Context: an optimization exercise on an open-source flow, tuned for small area, a short achievable clock period and few clock cycles. The choices shown serve that exercise and are no tape-out recipe. Function was not checked in any run shown here: the RTL went through the layout flow alone. Power is estimated from default activity; no workload was simulated.

**flow/run.sh**
```bash
#!/bin/bash
# synth_recipe.tcl (not shown) runs the flow's synth.tcl, then flattens the netlist and writes it again
# the make line also repeats each setting of config.mk as NAME=value (left out here)
make -C /OpenROAD-flow-scripts/flow DESIGN_CONFIG=/design/flow/config.mk WORK_HOME=/design/flow/orfs CLKGATE_MAP_FILE= SYNTH_SCRIPT=/design/flow/synth_recipe.tcl finish
```
**flow/constraint.sdc**
```tcl
create_clock -name core_clock -period 5.5 [get_ports {i_clk}]
set_input_delay 1.1000 -clock core_clock [delete_from_list [all_inputs] [get_ports {i_clk}]]
set_output_delay 1.1000 -clock core_clock [all_outputs]
set_load 0.01 [all_outputs]
```
**flow/config.mk**
```make
export PLATFORM = sky130hd
export DESIGN_NAME = ipdc_top
export DESIGN_NICKNAME = ipdc_top
export VERILOG_FILES = /design/flow/design.v
export SDC_FILE = /design/flow/constraint.sdc
export NUM_CORES = 4
export LEC_CHECK = 0
export CAP_MARGIN = 20
export CORE_MARGIN = 2
export CORE_UTILIZATION = 45
export PLACE_DENSITY = 0.6
export SETUP_SLACK_MARGIN = 2.7
export SLEW_MARGIN = 20
```
**flow/design.v**
```verilog
`default_nettype none
package ipdc_pkg;
	localparam int unsigned IMG_DIM          = 8;
	localparam int unsigned WIN_DIM          = 4;
	localparam int unsigned IMG_PIXELS       = IMG_DIM * IMG_DIM;
	localparam int unsigned WIN_PIXELS       = WIN_DIM * WIN_DIM;
	localparam int unsigned MAX_ORIGIN_COORD = IMG_DIM - WIN_DIM;
	localparam int unsigned ZOOM_ORIGIN      = 2 * IMG_DIM + 2;
	localparam int unsigned CHROMA_OFFSET    = 1024;
	typedef logic [7:0] channel_t;
	typedef struct packed {
		channel_t b;
		channel_t g;
		channel_t r;
	} pixel_t;
	typedef logic [5:0] pix_addr_t;
	typedef logic [3:0] win_idx_t;
	typedef enum logic [2:0] {
		OP_LOAD    = 3'd0,
		OP_RIGHT   = 3'd1,
		OP_DOWN    = 3'd2,
		OP_DEFAULT = 3'd3,
		OP_ZOOM    = 3'd4,
		OP_MEDIAN  = 3'd5,
		OP_YCBCR   = 3'd6,
		OP_RGB     = 3'd7
	} op_mode_e;
endpackage
`default_nettype wire
`default_nettype none
module image_buffer (
	input  logic             i_clk,
	input  logic             i_wr0,       
	input  logic             i_wr32,      
	input  ipdc_pkg::pixel_t i_wr_data,
	input  logic [4:0]       i_tap,       
	output ipdc_pkg::pixel_t o_tap_data
);
	logic [23:0] ring [64];
	always_ff @(posedge i_clk) begin
		ring[0]  <= i_wr0  ? i_wr_data : ring[63];
		ring[32] <= i_wr32 ? i_wr_data : ring[31];
		for (int p = 1; p < 64; p++) begin
			if (p != 32) ring[p] <= ring[p-1];
		end
	end
	always_comb begin
		o_tap_data = '0;
		for (int k = 0; k < 32; k++) begin
			o_tap_data = o_tap_data | (ring[2*k] & {24{i_tap == 5'(k)}});
		end
	end
endmodule
`default_nettype wire
`default_nettype none
module window_origin (
	input  logic [2:0] i_op,
	input  logic [2:0] i_row,
	input  logic [2:0] i_col,
	output logic [2:0] o_row,
	output logic [2:0] o_col
);
	always_comb begin
		o_row = i_row;
		o_col = i_col;
		case (i_op)
			3'd1: if (i_col != 3'd4) o_col = i_col + 3'd1;
			3'd2: if (i_row != 3'd4) o_row = i_row + 3'd1;
			3'd3: begin o_row = 3'd0; o_col = 3'd0; end
			3'd4: begin o_row = 3'd2; o_col = 3'd2; end
			default: ;
		endcase
	end
endmodule
`default_nettype wire
`default_nettype none
module op_ctrl (
	input  logic             i_clk,
	input  logic             i_rst_n,
	input  logic             i_op_valid,
	input  logic [2:0]       i_op_mode,
	input  logic             i_in_valid,
	input  ipdc_pkg::pixel_t i_in_data,
	output logic             o_in_ready,
	output logic             o_wr0,
	output logic             o_wr32,
	output ipdc_pkg::pixel_t o_wr_data,
	output logic             o_rd_valid,    
	output logic             o_rd_pix,      
	output logic             o_rd_ycc,      
	output logic [4:0]       o_tap,
	output logic             o_img_valid    
);
	logic       rdy;
	logic       ld_act;
	logic       ld_go;
	logic       img_valid;
	logic [5:0] pcnt;
	logic [5:0] ph;         
	logic       pv;
	logic       pv0;
	logic       pvlast;
	logic       pw32;
	logic [23:0] pd;
	logic       xv;
	logic       yv;
	logic [2:0] xm;
	logic [2:0] ym;
	logic       seq_act;
	logic [3:0] n;
	logic [4:0] tap;
	logic       s1_v;
	logic       s1_pix;
	logic       s1_ycc;
	logic       ymode;
	logic [2:0] org_r;
	logic [2:0] org_c;
	logic       op_acc;
	logic       pix_acc;
	logic       enq;
	logic       p_last;
	logic [2:0] nr;
	logic [2:0] nc;
	logic       h_disp;
	logic       h_mode;
	logic       h_load;
	logic       start;
	logic       pop;
	logic [5:0] p0;
	logic [5:0] pha0;
	logic [5:0] pha1;
	logic [5:0] pha2;
	logic       xv_n;
	logic       yv_n;
	logic       ld_act_n;
	logic       ld_go_n;
	logic       pix_rdy;
	logic       safe0;
	assign op_acc  = i_op_valid & rdy & ~ld_act;
	assign pix_acc = i_in_valid & rdy & ld_act;
	assign enq     = op_acc & (i_op_mode != 3'd5);    
	assign p_last  = pcnt == 6'd63;
	window_origin u_window_origin (
		.i_op  (xm),
		.i_row (org_r),
		.i_col (org_c),
		.o_row (nr),
		.o_col (nc)
	);
	assign h_disp = (xm != 3'd0) & ~xm[2] | (xm == 3'd4);
	assign h_mode = xm[2] & xm[1];
	assign h_load = xm == 3'd0;
	assign start  = xv & ~seq_act & h_disp & (ph[0] ^ nc[0]);
	assign pop    = start | (xv & h_load) | (xv & ~seq_act & h_mode);
	assign p0     = ph + 6'd1 - {nr, nc};
	assign xv_n = pop ? (yv | enq) : (xv | enq);
	assign yv_n = pop ? (yv & enq) : (yv | (xv & enq));
	assign ld_act_n = ld_act ? ~(pix_acc & p_last) : (op_acc & (i_op_mode == 3'd0));
	assign ld_go_n  = ld_act_n & (ld_go | (pop & h_load));
	assign pha0 = (pv & pv0) ? 6'd0 : ph + 6'd1;
	assign pha1 = pha0 + 6'd1;
	assign pha2 = pha0 + 6'd2;
	always_comb begin
		logic [4:0] tc;
		logic [1:0] c;
		logic [1:0] q;
		c     = n[3:2];
		q     = n[1:0];
		tc    = (q == 2'd0) ? tap - 5'd2 : tap;
		safe0 = 1'b1;
		if (seq_act) begin
			for (int d = 0; d < 4; d++) begin
				if (d <= 3 - int'(c)) begin
					if (!((int'(tc) < 2 * d) || (int'(tc) >= 4 * d + ((q < 2'd2) ? 1 : 0)))) begin
						safe0 = 1'b0;
					end
				end
			end
		end
	end
	always_comb begin
		if (!ld_go_n) begin
			pix_rdy = 1'b0;
		end else if (pix_acc) begin
			pix_rdy = 1'b1;
		end else if (pcnt == 6'd0) begin
			pix_rdy = safe0;
		end else begin
			pix_rdy = ~seq_act & (5'(pha2 - pcnt) == 5'd0);
		end
	end
	always_ff @(posedge i_clk or negedge i_rst_n) begin
		if (!i_rst_n) begin
			rdy       <= 1'b1;
			ld_act    <= 1'b0;
			ld_go     <= 1'b0;
			img_valid <= 1'b0;
			pcnt      <= '0;
			ph        <= '0;
			pv        <= 1'b0;
			pv0       <= 1'b0;
			pvlast    <= 1'b0;
			pw32      <= 1'b0;
			xv        <= 1'b0;
			yv        <= 1'b0;
			xm        <= '0;
			ym        <= '0;
			seq_act   <= 1'b0;
			n         <= '0;
			tap       <= '0;
			s1_v      <= 1'b0;
			s1_pix    <= 1'b0;
			s1_ycc    <= 1'b0;
			ymode     <= 1'b0;
			org_r     <= '0;
			org_c     <= '0;
		end else begin
			rdy       <= ld_act_n ? pix_rdy : ~yv_n;
			ld_act    <= ld_act_n;
			ld_go     <= ld_go_n;
			img_valid <= img_valid | pvlast;
			pcnt      <= pcnt + 6'(pix_acc);
			ph        <= pha0;
			pv        <= pix_acc;
			pv0       <= pix_acc & (pcnt == 6'd0);
			pvlast    <= pix_acc & p_last;
			pw32      <= pix_acc & (pcnt != 6'd0) & (6'(pha1 - pcnt) == 6'd32);
			xv        <= xv_n;
			yv        <= yv_n;
			xm        <= pop ? (yv ? ym : i_op_mode) : (xv ? xm : i_op_mode);
			ym        <= (yv & ~pop) ? ym : i_op_mode;
			if (start) begin
				seq_act <= 1'b1;
				n       <= 4'd1;
				tap     <= p0[5:1];
				s1_v    <= 1'b1;
				s1_pix  <= 1'b1;
				s1_ycc  <= ymode;
				org_r   <= nr;
				org_c   <= nc;
			end else if (seq_act) begin
				s1_v    <= 1'b1;
				n       <= n + 4'd1;
				if (n == 4'd15) seq_act <= 1'b0;
				if (n[1:0] == 2'd0) tap <= tap - 5'd2;
			end else if (pop && h_mode) begin
				s1_v    <= 1'b1;
				s1_pix  <= 1'b0;
				ymode   <= ~xm[0];
			end else if (pvlast) begin
				s1_v    <= 1'b1;
				s1_pix  <= 1'b0;
			end else begin
				s1_v    <= 1'b0;
			end
		end
	end
	always_ff @(posedge i_clk) begin
		pd <= i_in_data;
	end
	assign o_in_ready  = rdy;
	assign o_wr0       = pv & ~pw32;
	assign o_wr32      = pv & pw32;
	assign o_wr_data   = pd;
	assign o_rd_valid  = s1_v;
	assign o_rd_pix    = s1_pix;
	assign o_rd_ycc    = s1_ycc & s1_pix;
	assign o_tap       = tap;
	assign o_img_valid = img_valid;
endmodule
`default_nettype wire
`default_nettype none
module color_output (
	input  logic             i_clk,
	input  logic             i_rst_n,
	input  logic             i_valid,
	input  logic             i_ycc,      
	input  ipdc_pkg::pixel_t i_pixel,
	output logic             o_out_valid,
	output ipdc_pkg::pixel_t o_out_data
);
	logic [10:0] y_s;
	logic [11:0] cb_s;
	logic [11:0] cr_s;
	logic [23:0] ycc;
	logic [7:0]  r;
	logic [7:0]  g;
	logic [7:0]  b;
	logic [7:0]  rn;
	logic [7:0]  gn;
	logic [7:0]  bn;
	assign r  = i_pixel[7:0];
	assign g  = i_pixel[15:8];
	assign b  = i_pixel[23:16];
	assign rn = ~r;
	assign gn = ~g;
	assign bn = ~b;
	logic t1;
	logic t2;
	logic t3;
	logic t4;
	logic t5;
	logic t6;
	logic t7;
	logic t8;
	logic t9;
	logic t10;
	logic t11;
	logic t12;
	logic t13;
	logic t14;
	logic t15;
	logic t16;
	logic t17;
	logic t18;
	logic t19;
	logic t20;
	logic t21;
	logic t22;
	logic t23;
	logic t24;
	logic t25;
	logic t26;
	logic t27;
	logic t28;
	logic t29;
	logic t30;
	logic t31;
	logic t32;
	logic t33;
	logic t34;
	logic t35;
	logic t36;
	logic t37;
	logic t38;
	logic t39;
	logic t40;
	logic t41;
	logic t42;
	logic t43;
	logic t44;
	logic t45;
	logic t46;
	logic t47;
	logic t48;
	logic t49;
	logic t50;
	logic t51;
	logic t52;
	logic t53;
	logic t54;
	logic t55;
	logic t56;
	logic t57;
	logic t58;
	logic t59;
	logic t60;
	logic t61;
	logic t62;
	logic t63;
	logic t64;
	logic t65;
	logic t66;
	logic t67;
	logic t68;
	logic t69;
	logic t70;
	logic t71;
	logic t72;
	logic t73;
	logic t74;
	logic t75;
	logic t76;
	logic t77;
	logic t78;
	logic t79;
	logic t80;
	logic t81;
	logic t82;
	logic t83;
	logic t84;
	logic t85;
	logic t86;
	logic t87;
	logic t88;
	logic t89;
	logic t90;
	logic t91;
	logic t92;
	logic t93;
	logic t94;
	logic t95;
	logic t96;
	logic t97;
	logic t98;
	logic t99;
	logic t100;
	logic t101;
	logic t102;
	logic t103;
	logic t104;
	logic t105;
	logic t106;
	logic t107;
	logic t108;
	logic t109;
	logic t110;
	logic t111;
	logic t112;
	logic t113;
	logic t114;
	logic t115;
	logic t116;
	logic t117;
	logic t118;
	logic t119;
	logic t120;
	logic t121;
	logic t122;
	logic t123;
	logic t124;
	logic t125;
	logic t126;
	logic t127;
	logic t128;
	logic t129;
	logic t130;
	logic t131;
	logic t132;
	logic t133;
	logic t134;
	logic t135;
	logic t136;
	logic t137;
	logic t138;
	logic t139;
	logic t140;
	logic t141;
	logic t142;
	logic t143;
	logic t144;
	logic t145;
	logic t146;
	logic t147;
	logic t148;
	logic t149;
	logic t150;
	logic t151;
	logic t152;
	logic t153;
	logic t154;
	logic t155;
	logic t156;
	logic t157;
	logic t158;
	logic t159;
	logic t160;
	logic t161;
	logic t162;
	logic t163;
	logic t164;
	logic t165;
	logic t166;
	logic t167;
	logic t168;
	logic t169;
	logic t170;
	logic t171;
	logic t172;
	logic t173;
	logic t174;
	logic t175;
	logic t176;
	logic t177;
	logic t178;
	logic t179;
	logic t180;
	logic t181;
	logic t182;
	logic t183;
	logic t184;
	logic t185;
	logic t186;
	logic t187;
	logic t188;
	logic t189;
	logic t190;
	logic t191;
	logic t192;
	logic t193;
	logic t194;
	logic t195;
	logic t196;
	logic t197;
	logic t198;
	logic t199;
	logic t200;
	logic t201;
	logic t202;
	logic t203;
	logic t204;
	logic t205;
	logic t206;
	logic t207;
	logic t208;
	logic t209;
	logic t210;
	logic t211;
	logic t212;
	logic t213;
	logic t214;
	logic t215;
	logic t216;
	logic t217;
	logic t218;
	logic t219;
	logic t220;
	logic t221;
	logic t222;
	logic t223;
	logic t224;
	logic t225;
	logic t226;
	logic t227;
	logic t228;
	logic t229;
	logic t230;
	logic t231;
	logic t232;
	logic t233;
	logic t234;
	logic t235;
	logic t236;
	logic t237;
	logic t238;
	logic t239;
	logic t240;
	logic t241;
	logic t242;
	logic t243;
	logic t244;
	logic t245;
	logic t246;
	logic t247;
	logic t248;
	logic t249;
	logic t250;
	logic t251;
	logic t252;
	logic t253;
	logic t254;
	logic t255;
	logic t256;
	logic t257;
	logic t258;
	logic t259;
	logic t260;
	logic t261;
	logic t262;
	logic t263;
	logic t264;
	logic t265;
	logic t266;
	logic t267;
	logic t268;
	logic t269;
	logic t270;
	logic t271;
	logic t272;
	logic t273;
	logic t274;
	logic t275;
	logic t276;
	logic t277;
	logic t278;
	logic t279;
	logic t280;
	logic t281;
	logic t282;
	logic t283;
	logic t284;
	logic t285;
	logic t286;
	logic t287;
	logic t288;
	logic t289;
	logic t290;
	logic t291;
	logic t292;
	logic t293;
	logic t294;
	logic t295;
	logic t296;
	logic t297;
	logic t298;
	logic t299;
	logic t300;
	logic t301;
	logic t302;
	logic t303;
	logic t304;
	logic t305;
	logic t306;
	logic t307;
	logic t308;
	logic t309;
	logic t310;
	logic t311;
	logic t312;
	logic t313;
	logic t314;
	logic t315;
	logic t316;
	logic t317;
	logic t318;
	logic t319;
	logic t320;
	logic t321;
	logic t322;
	logic t323;
	logic t324;
	logic t325;
	logic t326;
	logic t327;
	logic t328;
	logic t329;
	logic t330;
	logic t331;
	logic t332;
	logic t333;
	logic t334;
	logic t335;
	logic t336;
	logic t337;
	logic t338;
	logic t339;
	logic t340;
	logic t341;
	logic t342;
	logic t343;
	logic t344;
	logic t345;
	always_comb begin
		t1 = r[1] ^ g[0];
		t2 = r[1] & g[0];
		t3 = r[2] ^ g[1];
		t4 = r[2] & g[1];
		t5 = r[3] ^ g[2];
		t6 = r[3] & g[2];
		t7 = r[4] ^ g[3];
		t8 = r[4] & g[3];
		t9 = r[5] ^ g[4];
		t10 = r[5] & g[4];
		t11 = r[6] ^ g[5];
		t12 = r[6] & g[5];
		t13 = t1 ^ g[2];
		t14 = t1 & g[2];
		t15 = t2 ^ t3 ^ g[3];
		t16 = (t2 & t3) | (t2 & g[3]) | (t3 & g[3]);
		t17 = t4 ^ t5 ^ g[4];
		t18 = (t4 & t5) | (t4 & g[4]) | (t5 & g[4]);
		t19 = t6 ^ t7 ^ g[5];
		t20 = (t6 & t7) | (t6 & g[5]) | (t7 & g[5]);
		t21 = t8 ^ t9 ^ g[6];
		t22 = (t8 & t9) | (t8 & g[6]) | (t9 & g[6]);
		t23 = t10 ^ t11 ^ g[7];
		t24 = (t10 & t11) | (t10 & g[7]) | (t11 & g[7]);
		t25 = t12 ^ r[7] ^ g[6];
		t26 = (t12 & r[7]) | (t12 & g[6]) | (r[7] & g[6]);
		t27 = r[0] & g[1];
		t28 = r[0] ^ g[1];
		t29 = ~t13;
		t30 = t14 & t15;
		t31 = t14 ^ t15;
		t32 = t16 & t17;
		t33 = t16 ^ t17;
		t34 = t18 & t19;
		t35 = t18 ^ t19;
		t36 = t20 & t21;
		t37 = t20 ^ t21;
		t38 = t22 & t23;
		t39 = t22 ^ t23;
		t40 = t24 & t25;
		t41 = t24 ^ t25;
		t42 = t26 & g[7];
		t43 = t26 ^ g[7];
		t44 = t28 & g[0];
		t45 = t13 | (t29 & t27);
		t46 = t29 & t28;
		t47 = t30 | (t31 & t13);
		t48 = t31 & t29;
		t49 = t32 | (t33 & t30);
		t50 = t33 & t31;
		t51 = t34 | (t35 & t32);
		t52 = t35 & t33;
		t53 = t36 | (t37 & t34);
		t54 = t37 & t35;
		t55 = t38 | (t39 & t36);
		t56 = t39 & t37;
		t57 = t40 | (t41 & t38);
		t58 = t41 & t39;
		t59 = t42 | (t43 & t40);
		t60 = t43 & t41;
		t61 = t46 & g[0];
		t62 = t47 | (t48 & t27);
		t63 = t48 & t44;
		t64 = t49 | (t50 & t45);
		t65 = t50 & t46;
		t66 = t51 | (t52 & t47);
		t67 = t52 & t48;
		t68 = t53 | (t54 & t49);
		t69 = t54 & t50;
		t70 = t55 | (t56 & t51);
		t71 = t56 & t52;
		t72 = t57 | (t58 & t53);
		t73 = t58 & t54;
		t74 = t59 | (t60 & t55);
		t75 = t60 & t56;
		t76 = t65 & g[0];
		t77 = t66 | (t67 & t27);
		t78 = t67 & t44;
		t79 = t68 | (t69 & t45);
		t80 = t69 & t61;
		t81 = t70 | (t71 & t62);
		t82 = t71 & t63;
		t83 = t72 | (t73 & t64);
		t84 = t73 & t65;
		t85 = t74 | (t75 & t66);
		t86 = t75 & t67;
		t87 = t84 & g[0];
		t88 = t85 | (t86 & t27);
		t89 = t86 & t44;
		t90 = t29 ^ t27;
		t91 = t31 ^ t45;
		t92 = t33 ^ t62;
		t93 = t35 ^ t64;
		t94 = t37 ^ t77;
		t95 = t39 ^ t79;
		t96 = t41 ^ t81;
		t97 = t43 ^ t83;
		y_s = {t88, t97, t96, t95, t94, t93, t92, t91, t90, t28, g[0]};
		t98 = b[0] ^ rn[2];
		t99 = b[0] & rn[2];
		t100 = b[1] ^ rn[3];
		t101 = b[1] & rn[3];
		t102 = b[2] ^ rn[4];
		t103 = b[2] & rn[4];
		t104 = b[3] ^ rn[5];
		t105 = b[3] & rn[5];
		t106 = b[4] ^ rn[6];
		t107 = b[4] & rn[6];
		t108 = b[5] ^ rn[7];
		t109 = b[5] & rn[7];
		t110 = b[6] ^ gn[7];
		t111 = b[6] & gn[7];
		t112 = rn[1] ^ gn[0];
		t113 = rn[1] & gn[0];
		t114 = ~(t98 ^ gn[1]);
		t115 = t98 | gn[1];
		t116 = t99 ^ t100 ^ gn[2];
		t117 = (t99 & t100) | (t99 & gn[2]) | (t100 & gn[2]);
		t118 = t101 ^ t102 ^ gn[3];
		t119 = (t101 & t102) | (t101 & gn[3]) | (t102 & gn[3]);
		t120 = t103 ^ t104 ^ gn[4];
		t121 = (t103 & t104) | (t103 & gn[4]) | (t104 & gn[4]);
		t122 = t105 ^ t106 ^ gn[5];
		t123 = (t105 & t106) | (t105 & gn[5]) | (t106 & gn[5]);
		t124 = t107 ^ t108 ^ gn[6];
		t125 = (t107 & t108) | (t107 & gn[6]) | (t108 & gn[6]);
		t126 = ~(t109 ^ t110);
		t127 = t109 | t110;
		t128 = t111 ^ b[7];
		t129 = t111 & b[7];
		t130 = ~rn[0];
		t131 = ~t112;
		t132 = t113 & t114;
		t133 = t113 ^ t114;
		t134 = t115 & t116;
		t135 = t115 ^ t116;
		t136 = t117 & t118;
		t137 = t117 ^ t118;
		t138 = t119 & t120;
		t139 = t119 ^ t120;
		t140 = t121 & t122;
		t141 = t121 ^ t122;
		t142 = t123 & t124;
		t143 = t123 ^ t124;
		t144 = t125 & t126;
		t145 = t125 ^ t126;
		t146 = t127 & t128;
		t147 = t127 ^ t128;
		t148 = t112 | (t131 & rn[0]);
		t149 = t131 & t130;
		t150 = t132 | (t133 & t112);
		t151 = t133 & t131;
		t152 = t134 | (t135 & t132);
		t153 = t135 & t133;
		t154 = t136 | (t137 & t134);
		t155 = t137 & t135;
		t156 = t138 | (t139 & t136);
		t157 = t139 & t137;
		t158 = t140 | (t141 & t138);
		t159 = t141 & t139;
		t160 = t142 | (t143 & t140);
		t161 = t143 & t141;
		t162 = t144 | (t145 & t142);
		t163 = t145 & t143;
		t164 = t146 | (t147 & t144);
		t165 = t147 & t145;
		t166 = t129 & t146;
		t167 = t129 & t147;
		t168 = t150 | (t151 & rn[0]);
		t169 = t151 & t130;
		t170 = t152 | (t153 & t148);
		t171 = t153 & t149;
		t172 = t154 | (t155 & t150);
		t173 = t155 & t151;
		t174 = t156 | (t157 & t152);
		t175 = t157 & t153;
		t176 = t158 | (t159 & t154);
		t177 = t159 & t155;
		t178 = t160 | (t161 & t156);
		t179 = t161 & t157;
		t180 = t162 | (t163 & t158);
		t181 = t163 & t159;
		t182 = t164 | (t165 & t160);
		t183 = t165 & t161;
		t184 = t166 | (t167 & t162);
		t185 = t167 & t163;
		t186 = t172 | (t173 & rn[0]);
		t187 = t173 & t130;
		t188 = t174 | (t175 & t148);
		t189 = t175 & t149;
		t190 = t176 | (t177 & t168);
		t191 = t177 & t169;
		t192 = t178 | (t179 & t170);
		t193 = t179 & t171;
		t194 = t180 | (t181 & t172);
		t195 = t181 & t173;
		t196 = t182 | (t183 & t174);
		t197 = t183 & t175;
		t198 = t184 | (t185 & t176);
		t199 = t185 & t177;
		t200 = t194 | (t195 & rn[0]);
		t201 = t195 & t130;
		t202 = t196 | (t197 & t148);
		t203 = t197 & t149;
		t204 = t198 | (t199 & t168);
		t205 = t199 & t169;
		t206 = t131 ^ rn[0];
		t207 = t133 ^ t148;
		t208 = t135 ^ t168;
		t209 = t137 ^ t170;
		t210 = t139 ^ t186;
		t211 = t141 ^ t188;
		t212 = t143 ^ t190;
		t213 = t145 ^ t192;
		t214 = t147 ^ t200;
		t215 = t129 ^ t202;
		cb_s = {t204, t215, t214, t213, t212, t211, t210, t209, t208, t207, t206, t130};
		t216 = r[1] ^ gn[2];
		t217 = r[1] & gn[2];
		t218 = r[2] ^ gn[3];
		t219 = r[2] & gn[3];
		t220 = r[3] ^ gn[4];
		t221 = r[3] & gn[4];
		t222 = r[4] ^ gn[5];
		t223 = r[4] & gn[5];
		t224 = r[5] ^ gn[6];
		t225 = r[5] & gn[6];
		t226 = r[0] ^ gn[1];
		t227 = r[0] & gn[1];
		t228 = t216 ^ gn[3] ^ bn[3];
		t229 = (t216 & gn[3]) | (t216 & bn[3]) | (gn[3] & bn[3]);
		t230 = t217 ^ t218 ^ gn[4];
		t231 = (t217 & t218) | (t217 & gn[4]) | (t218 & gn[4]);
		t232 = t219 ^ t220 ^ gn[5];
		t233 = (t219 & t220) | (t219 & gn[5]) | (t220 & gn[5]);
		t234 = t221 ^ t222 ^ gn[6];
		t235 = (t221 & t222) | (t221 & gn[6]) | (t222 & gn[6]);
		t236 = t223 ^ t224 ^ gn[7];
		t237 = (t223 & t224) | (t223 & gn[7]) | (t224 & gn[7]);
		t238 = t225 ^ r[6];
		t239 = t225 & r[6];
		t240 = gn[0] ^ gn[1];
		t241 = gn[0] & gn[1];
		t242 = t226 ^ gn[2] ^ bn[2];
		t243 = (t226 & gn[2]) | (t226 & bn[2]) | (gn[2] & bn[2]);
		t244 = ~(t227 ^ t228);
		t245 = t227 | t228;
		t246 = t229 ^ t230 ^ bn[4];
		t247 = (t229 & t230) | (t229 & bn[4]) | (t230 & bn[4]);
		t248 = t231 ^ t232 ^ bn[5];
		t249 = (t231 & t232) | (t231 & bn[5]) | (t232 & bn[5]);
		t250 = t233 ^ t234 ^ bn[6];
		t251 = (t233 & t234) | (t233 & bn[6]) | (t234 & bn[6]);
		t252 = t235 ^ t236 ^ bn[7];
		t253 = (t235 & t236) | (t235 & bn[7]) | (t236 & bn[7]);
		t254 = t237 ^ t238 ^ gn[7];
		t255 = (t237 & t238) | (t237 & gn[7]) | (t238 & gn[7]);
		t256 = t239 ^ r[7];
		t257 = t239 & r[7];
		t258 = gn[0] & bn[0];
		t259 = gn[0] ^ bn[0];
		t260 = t240 & bn[1];
		t261 = t240 ^ bn[1];
		t262 = t241 & t242;
		t263 = t241 ^ t242;
		t264 = t243 & t244;
		t265 = t243 ^ t244;
		t266 = t245 & t246;
		t267 = t245 ^ t246;
		t268 = t247 & t248;
		t269 = t247 ^ t248;
		t270 = t249 & t250;
		t271 = t249 ^ t250;
		t272 = t251 & t252;
		t273 = t251 ^ t252;
		t274 = t253 & t254;
		t275 = t253 ^ t254;
		t276 = t255 & t256;
		t277 = t255 ^ t256;
		t278 = t260 | (t261 & t258);
		t279 = t261 & t259;
		t280 = t262 | (t263 & t260);
		t281 = t263 & t261;
		t282 = t264 | (t265 & t262);
		t283 = t265 & t263;
		t284 = t266 | (t267 & t264);
		t285 = t267 & t265;
		t286 = t268 | (t269 & t266);
		t287 = t269 & t267;
		t288 = t270 | (t271 & t268);
		t289 = t271 & t269;
		t290 = t272 | (t273 & t270);
		t291 = t273 & t271;
		t292 = t274 | (t275 & t272);
		t293 = t275 & t273;
		t294 = t276 | (t277 & t274);
		t295 = t277 & t275;
		t296 = t257 & t276;
		t297 = t257 & t277;
		t298 = t280 | (t281 & t258);
		t299 = t281 & t259;
		t300 = t282 | (t283 & t278);
		t301 = t283 & t279;
		t302 = t284 | (t285 & t280);
		t303 = t285 & t281;
		t304 = t286 | (t287 & t282);
		t305 = t287 & t283;
		t306 = t288 | (t289 & t284);
		t307 = t289 & t285;
		t308 = t290 | (t291 & t286);
		t309 = t291 & t287;
		t310 = t292 | (t293 & t288);
		t311 = t293 & t289;
		t312 = t294 | (t295 & t290);
		t313 = t295 & t291;
		t314 = t296 | (t297 & t292);
		t315 = t297 & t293;
		t316 = t302 | (t303 & t258);
		t317 = t303 & t259;
		t318 = t304 | (t305 & t278);
		t319 = t305 & t279;
		t320 = t306 | (t307 & t298);
		t321 = t307 & t299;
		t322 = t308 | (t309 & t300);
		t323 = t309 & t301;
		t324 = t310 | (t311 & t302);
		t325 = t311 & t303;
		t326 = t312 | (t313 & t304);
		t327 = t313 & t305;
		t328 = t314 | (t315 & t306);
		t329 = t315 & t307;
		t330 = t324 | (t325 & t258);
		t331 = t325 & t259;
		t332 = t326 | (t327 & t278);
		t333 = t327 & t279;
		t334 = t328 | (t329 & t298);
		t335 = t329 & t299;
		t336 = t261 ^ t258;
		t337 = t263 ^ t278;
		t338 = t265 ^ t298;
		t339 = t267 ^ t300;
		t340 = t269 ^ t316;
		t341 = t271 ^ t318;
		t342 = t273 ^ t320;
		t343 = t275 ^ t322;
		t344 = t277 ^ t330;
		t345 = t257 ^ t332;
		cr_s = {t334, t345, t344, t343, t342, t341, t340, t339, t338, t337, t336, t259};
	end
	assign ycc[7:0]   = y_s[10:3];
	assign ycc[15:8]  = cb_s[11] ? 8'hff : cb_s[10:3];
	assign ycc[23:16] = cr_s[11] ? 8'hff : cr_s[10:3];
	always_ff @(posedge i_clk or negedge i_rst_n) begin
		if (!i_rst_n) begin
			o_out_valid <= 1'b0;
		end else begin
			o_out_valid <= i_valid;
		end
	end
	always_ff @(posedge i_clk) begin
		o_out_data <= i_ycc ? ycc : i_pixel;
	end
endmodule
`default_nettype wire
`default_nettype none
module ipdc_top (
	input  logic             i_clk,
	input  logic             i_rst_n,
	input  logic             i_op_valid,
	input  logic [2:0]       i_op_mode,
	input  logic             i_in_valid,
	input  ipdc_pkg::pixel_t i_in_data,
	output logic             o_in_ready,
	output logic             o_out_valid,
	output ipdc_pkg::pixel_t o_out_data
);
	logic             wr0;
	logic             wr32;
	ipdc_pkg::pixel_t wr_data;
	logic             rd_valid;
	logic             rd_pix;
	logic             rd_ycc;
	logic [4:0]       tap;
	logic             img_valid;
	ipdc_pkg::pixel_t tap_data;
	logic             s2_v;
	logic             s2_ycc;
	ipdc_pkg::pixel_t s2_d;
	op_ctrl u_op_ctrl (
		.i_clk       (i_clk),
		.i_rst_n     (i_rst_n),
		.i_op_valid  (i_op_valid),
		.i_op_mode   (i_op_mode),
		.i_in_valid  (i_in_valid),
		.i_in_data   (i_in_data),
		.o_in_ready  (o_in_ready),
		.o_wr0       (wr0),
		.o_wr32      (wr32),
		.o_wr_data   (wr_data),
		.o_rd_valid  (rd_valid),
		.o_rd_pix    (rd_pix),
		.o_rd_ycc    (rd_ycc),
		.o_tap       (tap),
		.o_img_valid (img_valid)
	);
	image_buffer u_image_buffer (
		.i_clk      (i_clk),
		.i_wr0      (wr0),
		.i_wr32     (wr32),
		.i_wr_data  (wr_data),
		.i_tap      (tap),
		.o_tap_data (tap_data)
	);
	always_ff @(posedge i_clk or negedge i_rst_n) begin
		if (!i_rst_n) begin
			s2_v   <= 1'b0;
			s2_ycc <= 1'b0;
		end else begin
			s2_v   <= rd_valid;
			s2_ycc <= rd_ycc;
		end
	end
	always_ff @(posedge i_clk) begin
		s2_d <= (rd_pix & img_valid) ? tap_data : '0;
	end
	color_output u_color_output (
		.i_clk       (i_clk),
		.i_rst_n     (i_rst_n),
		.i_valid     (s2_v),
		.i_ycc       (s2_ycc),
		.i_pixel     (s2_d),
		.o_out_valid (o_out_valid),
		.o_out_data  (o_out_data)
	);
endmodule
`default_nettype wire
```
==> results.cfg, run 1 <==
[setup_path]
crit_type = reg2reg
worstPathRequired_ns = 6.10
critPathLaunch = s2_d[14]$_SDFF_PN0_
r2r-start = s2_d[14]$_SDFF_PN0_
start_kind = flip-flop
critPathCaptureType = flip-flop
reg2reg_depth = 11
arrival_ns = 3.78
crit_path_max_fanout = 5

[synth]
synthAdderAreaFrac = 0.0358
synth_top_family_by_area = compound AO/OA/AOI/OAI gates
synthesis.area_um2 = 42600
syn_area_per_cell_um2 = 14.3
yosys_most_used_dff = dfxtp_1
synth_edf_count = 0
synth_xor_area_frac = 0.00842
syn_nets = 3113
synthSimpleGateAreaFrac = 0.0473
ys_async_sr_fraction = 0.0307
yosysWarningCount = 6
yosys.cell_types.count = 73
syn_inst = 2975
ys_ff_latch = 1659
synthMuxAreaShare = 0.0152
synth_compound_area_frac = 0.0900
ys_seq_area_frac = 0.785

[sta]
clock_skew_ns = 0.0306
rsz0062_at_grt = yes
drv_slew = 0
period_minus_slack_ns = 3.18
fin_setup_tns_ns = 0
final-hold-violation-count = 0
setup_viol = 0
relSlewSlack = 0.439
tightest_slew_ns = 0.842
fmax_mhz = 314
fin_crit_sh = 0.578

[cts]
clkTransAtPathRegs_ns = 0.06
clockBufferDepth = 3
cts.sinks = 1659
cts.htree.levels = 4
numCtsBuffers = 154
cts-hold-fix-buffers = 0
root_buffer = clkbuf_16
cts_tree = built
clk_latency_ns = 0.75

[power_and_ir_drop]
power_leakage_nw = 20.8
peakVddDrop_v = 0.000446
power_w = 0.0273
p_per_area_nw_per_um2 = 532

[place]
hpwl_um = 66500
placed_cell_area_um2 = 45000
gp_congestion = 0.843
io_buffers = 56

[floorplanning]
die_h_um = 312
die_w_um = 312
coreArea_um2 = 93600
ioPinCount = 57
start_util = 0.455
dieArea_um2 = 97200
fp-row-count = 112

[cells_and_area]
fill_cells = 7603
fin_area_um2 = 51400
layout_commonest_cell = dfxtp_1
drive_gt1_frac = 0.172
layout_common_cells = 1593 x dfxtp_1, 363 x a22oi_1, 169 x nand2_1
syn_to_final_growth_pct = 20.5
diodes = 0
nets = 3387

[hold_path]
min-delay-start = u_image_buffer.ring[39][9]$_DFF_P_
whs_path_depth = 0
hold_class = reg2reg

[drt]
antenna_left = 0
wl_um = 110000
first_pass_iters = 8
via_per_inst = 5.17
routedWlPerCell_um = 23.8
vias = 23900
drc = 0
drtIter0Drc = 2129

[global_route]
grt.total_usage = 0.223
first_global_vias = 24400
overflow = 0
grt_max_degree = 52
antenna_found_initial = 1
grt_pass1_wl_um = 159000

[outcome]
outcome = timing/DRC/antenna clean

[job]
cap_viol_max_count = 0
[state kept, by name (all words and copies together), names as in the netlist, 4 cells and up]
register,count
u_op_ctrl.pcnt,6
u_op_ctrl.ph,6
u_op_ctrl.tap,5
u_op_ctrl.pd,24
u_image_buffer.ring,1536
s2_d,24
u_op_ctrl.n,4
u_color_output.o_out_data,24
[final cells by class]
type	count	area, µm²	area share
flip-flops and latches	1659	33500	0.653
multi-input cells	1143	8990	0.175
clock buffers	223	4520	0.0880
repair buffers	207	1780	0.0346
well taps	1254	1570	0.0305
clock inverters	52	638	0.0124
inverters	84	343	0.00668
[Yosys cell counts (all sizes together) (3+ instances only)]
cell type / n / area (µm²)
nand4: 32 / 200
or2: 3 / 18.8
nor4: 20 / 125
a221oi: 10 / 87.6
a31o: 3 / 26.3
a21oi: 43 / 215
nor2: 77 / 362
dfrtp: 50 / 1250
nand2: 173 / 654
o31ai: 3 / 22.5
and4: 3 / 26.3
or3b: 3 / 31.3
ha: 82 / 1030
mux2i: 5 / 50.1
nor2b: 6 / 37.5
and3: 14 / 87.6
nand2b: 10 / 62.6
nand3b: 4 / 33.8
o22ai: 5 / 31.3
xor2: 17 / 149
xnor2: 24 / 210
nor3: 30 / 170
a31oi: 16 / 100
o21ai: 30 / 150
buf: 68 / 378
a21o: 10 / 75.1
a2bb2oi: 5 / 43.8
a22oi: 363 / 2730
mux2: 53 / 597
a211oi: 5 / 37.5
and2: 8 / 50.1
a22o: 9 / 78.8
clkbuf: 22 / 82.6
inv: 84 / 315
nand3: 15 / 80.1
o22a: 3 / 26.3
o211ai: 9 / 72.6
dfxtp: 1608 / 32200
fa: 25 / 500
[per-stage QoR]
stage               setup WS (ns)  instances  hold WS [ns]   util
floorplan                    2.59       2975         0.310      -
global placement             1.88       4238         0.310  0.480
detailed placement           1.82       4238         0.312  0.480
CTS                          2.37       4593         0.303  0.545
global route                 2.20       4622         0.306  0.549
finish                       2.32       4622         0.309  0.549
[critical path, cell delays in order (launching register included)]
cell,delay [ns]
dfxtp_4,0.41
inv_2,0.11
ha_1,0.31
fa_1,0.51
fa_1,0.43
ha_1,0.35
a21oi_1,0.18
nor2_1,0.07
a211oi_1,0.22
o21ai_0,0.16
xor2_1,0.16
a2bb2oi_1,0.15
[path summary, 6_finish.rpt]
path / to / slack, ns
min reg2reg: u_image_buffer.ring[40][9]$_DFF_P_ / 0.31
min: u_image_buffer.ring[40][9]$_DFF_P_ / 0.31
max in group asynchronous: u_op_ctrl.tap[4]$_DFFE_PN0N_ / 4.51
max: u_color_output.o_out_data[23]$_DFF_P_ / 2.32
min in group asynchronous: u_op_ctrl.ym[2]$_DFFE_PN0N_ / 0.47
max reg2reg: u_color_output.o_out_data[23]$_DFF_P_ / 2.32
[routing by layer]
layer	share of wire	wire length (µm)	vias up	GRT usage
met5	0.000082	9	-	0
met4	0.035	3820	2	0.0852
met3	0.072	7940	236	0.0473
met2	0.45	49500	929	0.347
met1	0.44	48600	11900	0.305
li1	-	-	10900	-
[power breakdown]
| group | internal [W] | switching [W] |
|---|---|---|
| Combinational | 0.00117 | 0.00189 |
| Clock | 0.00614 | 0.00447 |
| Sequential | 0.0131 | 0.000614 |
[cells by family after synthesis]
group                    count (synthesis)
AND/OR/NAND/NOR                        406
buffers and inverters                  174
XOR/XNOR                                41
multiplexers                            58
adder cells (fa/ha/maj)                107
AO/OA/AOI/OAI                          530
flip-flops                            1659
[repair_timing]
item / CTS / global route
pin swaps: 42 / 29
endpoints found under the hold margin: 0 / 0
gates cloned: 1 / 0
resized for setup: 52 / 36
buffers inserted: 79 / 29
endpoints found under the setup margin: 66 / 35
==> inputs of run 2 (changes only) <==
--- a/flow/config.mk
+++ b/flow/config.mk
@@ -11,3 +11,3 @@
 export PLACE_DENSITY = 0.6
-export SETUP_SLACK_MARGIN = 2.7
+export SETUP_SLACK_MARGIN = 2.0
 export SLEW_MARGIN = 20
==> run 2 against run 1 <==
Against the previous run:
- design area shrank 2.6%
- largest cell class unchanged
- critical path type unchanged
- largest power group unchanged
- synthesized cell count did not move
- sequential power about the same
- global-route usage decreased by 0.53 points
- core utilization shrank 1.4 points
==> results.cfg, run 2 <==
[job]
cap_viol_max_count = 0

[sta]
rsz0062_at_grt = no
fin_setup_tns_ns = 0
fmax_mhz = 292
drv_slew = 0
tightest_slew_ns = 1.03
final-hold-violation-count = 0
period_minus_slack_ns = 3.42
fin_crit_sh = 0.622
clock_skew_ns = 0.0342
setup_viol = 0
relSlewSlack = 0.311

[drt]
antenna_left = 0
vias = 23400
routedWlPerCell_um = 23.5
drc = 0
first_pass_iters = 5
drtIter0Drc = 2032
wl_um = 106000
via_per_inst = 5.18

[synth]
synthesis.area_um2 = 42600
synth_common_cells = 1608 x dfxtp_1, 363 x a22oi_1, 171 x nand2_1
syn_area_per_cell_um2 = 14.3
synth_edf_count = 0
yosysWarningCount = 6
syn_inst = 2975
yosys.cell_types.count = 73
syn_nets = 3113
yosys.area.top_type_share = 0.755
ys_ff_latch = 1659
synth_area_leaders = dfxtp_1 76%, a22oi_1 6.4%, dfrtp_1 2.9%
yosysTopAreaCell = dfxtp_1
ys_seq_area_frac = 0.785
yosys_most_used_dff = dfxtp_1
synth_most_common_cell = dfxtp_1
ys_async_sr_fraction = 0.0307

[power_and_ir_drop]
p_switching_w = 0.00688
peakVddDrop_v = 0.000428
sequentialPowerShare = 0.506
comb_power_share = 0.100
power_leakage_nw = 20.2
sw_frac_of_total = 0.255
p_per_area_nw_per_um2 = 540
internal_power_w = 0.0201
power.share.clock = 0.394

[cts]
clk_latency_ns = 0.77
clockBufferDepth = 3
root_buffer = clkbuf_16
cts.sinks = 1659
cts.htree.levels = 4
cts-hold-fix-buffers = 0
cts_tree = built
clkTransAtPathRegs_ns = 0.06
numCtsBuffers = 151

[setup_path]
crit_type = reg2reg
critPathCaptureType = flip-flop
arrival_ns = 4.04
worstPathRequired_ns = 6.11
crit_path_max_fanout = 6
start_kind = flip-flop

[cells_and_area]
fill_cells = 7691
fin_area_um2 = 50000
layout_commonest_cell = dfxtp_1
layout_common_cells = 1601 x dfxtp_1, 363 x a22oi_1, 170 x nand2_1
largest_register_ffs = 1536
regArea_um2 = 33500
syn_to_final_growth_pct = 17.4
nets = 3284
diodes = 0
regMostFlops = u_image_buffer.ring
drive_gt1_frac = 0.126
multi_input_area_um2 = 8590

[place]
hpwl_um = 66200
gp_congestion = 0.842
io_buffers = 56
placed_cell_area_um2 = 44900

[hold_path]
hold_class = reg2reg

[global_route]
antenna_found_initial = 0
overflow = 0
grt.total_usage = 0.218
grt_max_degree = 52
first_global_vias = 24200
grt_pass1_wl_um = 157000

[floorplanning]
dieArea_um2 = 97200
coreArea_um2 = 93600
start_util = 0.455
die_h_um = 312
die_w_um = 312
ioPinCount = 57
fp-row-count = 112

[outcome]
outcome = timing/DRC/antenna clean
[run 2: critical path, cell delays in order (launching register included)]
cell	delay, ns
dfxtp_2	0.44
inv_1	0.09
ha_1	0.32
fa_1	0.47
ha_1	0.34
a21o_1	0.18
a31o_2	0.25
a41o_1	0.35
o311a_1	0.39
o211ai_4	0.30
o211ai_1	0.15
[run 2: area by class of cell]
cell class	instances	share of cell area
Inverter	84	0.00630
Multi-Input combinational cell	1143	0.172
Clock buffer	218	0.0880
Timing Repair Buffer	107	0.0193
Clock inverter	56	0.0146
Sequential cell	1659	0.669
Tap cell	1254	0.0313
[run 2: metal layers]
metal	track usage	wire length (µm)	up-vias
li1	-	-	10600
met1	0.302	47800	11700
met2	0.341	48200	870
met3	0.0405	7200	206
met4	0.0783	3060	0
met5	0	0	-
[run 2: cells by family after synthesis]
family | count (synthesis) | share of synthesized area
buffers and inverters | 174 | 0.0182
XOR/XNOR | 41 | 0.00842
adder cells (fa/ha/maj) | 107 | 0.0358
AO/OA/AOI/OAI | 530 | 0.0900
flip-flops | 1659 | 0.785
multiplexers | 58 | 0.0152
AND/OR/NAND/NOR | 406 | 0.0473
[run 2: path summary, 6_finish.rpt]
| kind | startpoint | end | slack, ns | cells past startpoint |
|---|---|---|---|---|
| max reg2reg | s2_d[3]$_SDFF_PN0_ | u_color_output.o_out_data[11]$_DFF_P_ | 2.08 | 10 |
| min | u_image_buffer.ring[3][12]$_DFF_P_ | u_image_buffer.ring[4][12]$_DFF_P_ | 0.30 | 0 |
| min in group asynchronous | i_rst_n | u_op_ctrl.pv$_DFF_PN0_ | 0.48 | 2 |
| max | s2_d[3]$_SDFF_PN0_ | u_color_output.o_out_data[11]$_DFF_P_ | 2.08 | 10 |
| max in group asynchronous | i_rst_n | u_op_ctrl.pw32$_DFF_PN0_ | 4.59 | 2 |
| min reg2reg | u_image_buffer.ring[3][12]$_DFF_P_ | u_image_buffer.ring[4][12]$_DFF_P_ | 0.30 | 0 |
[run 2: stage by stage]
step | power, W | hold slack (ns) | std cells | setup WS [ns] | utilization
2_1_floorplan | 0.0154 | 0.310 | 2975 | 2.34 | -
3_3_place_gp | 0.0164 | 0.310 | 4244 | 1.94 | 0.479
3_5_place_dp | 0.0166 | 0.312 | 4244 | 1.91 | 0.479
4_1_cts | 0.0271 | 0.303 | 4520 | 2.01 | 0.534
5_1_grt | 0.0280 | 0.309 | 4521 | 1.97 | 0.535
6_report | 0.0270 | 0.297 | 4521 | 2.08 | 0.535
[run 2: power by group through the flow]
stage          logic (W)  clock network (W)  registers [W]
2_1_floorplan    0.00176                  0         0.0136
3_3_place_gp     0.00255                  0         0.0139
3_5_place_dp     0.00265                  0         0.0139
4_1_cts          0.00267             0.0108         0.0137
5_1_grt          0.00292             0.0113         0.0138
6_report         0.00270             0.0106         0.0137
[run 2: what timing repair did]
item / CTS / global route
pin swaps: 1 / 0
endpoints found under the setup margin: 15 / 25
setup buffers: 2 / 0
cloned: 0 / 1
resized for setup: 4 / 14

re-timing with driven ports:
How much do the figures lean on ideal ports? The routed layouts below were timed once more, with nothing changed but the port constraints.
Step 1 (the two cells are an assumption about what drives the block):
set clk [get_ports {i_clk}]
set_driving_cell -lib_cell sky130_fd_sc_hd__clkbuf_16 $clk
set_driving_cell -lib_cell sky130_fd_sc_hd__buf_2 [delete_from_list [all_inputs] $clk]
Step 2, shift: input delay + t, output delay - t, t = (earliest + latest rising clock arrival at the registers) / 2. This alone moves slack from input paths to output paths.
Slacks: no drivers / after step 1 / after step 2; pairs: no drivers / after step 1.
| run | shift t [ns] | setup slack, ns | cell pins on the clock port's net |
|---|---|---|---|
| run 1 | 0.799 | 2.319 / 2.319 / 2.319 | 1 |
| run 2 | 0.826 | 2.077 / 2.077 / 2.077 | 1 |
After both steps every run listed still meets setup and hold.
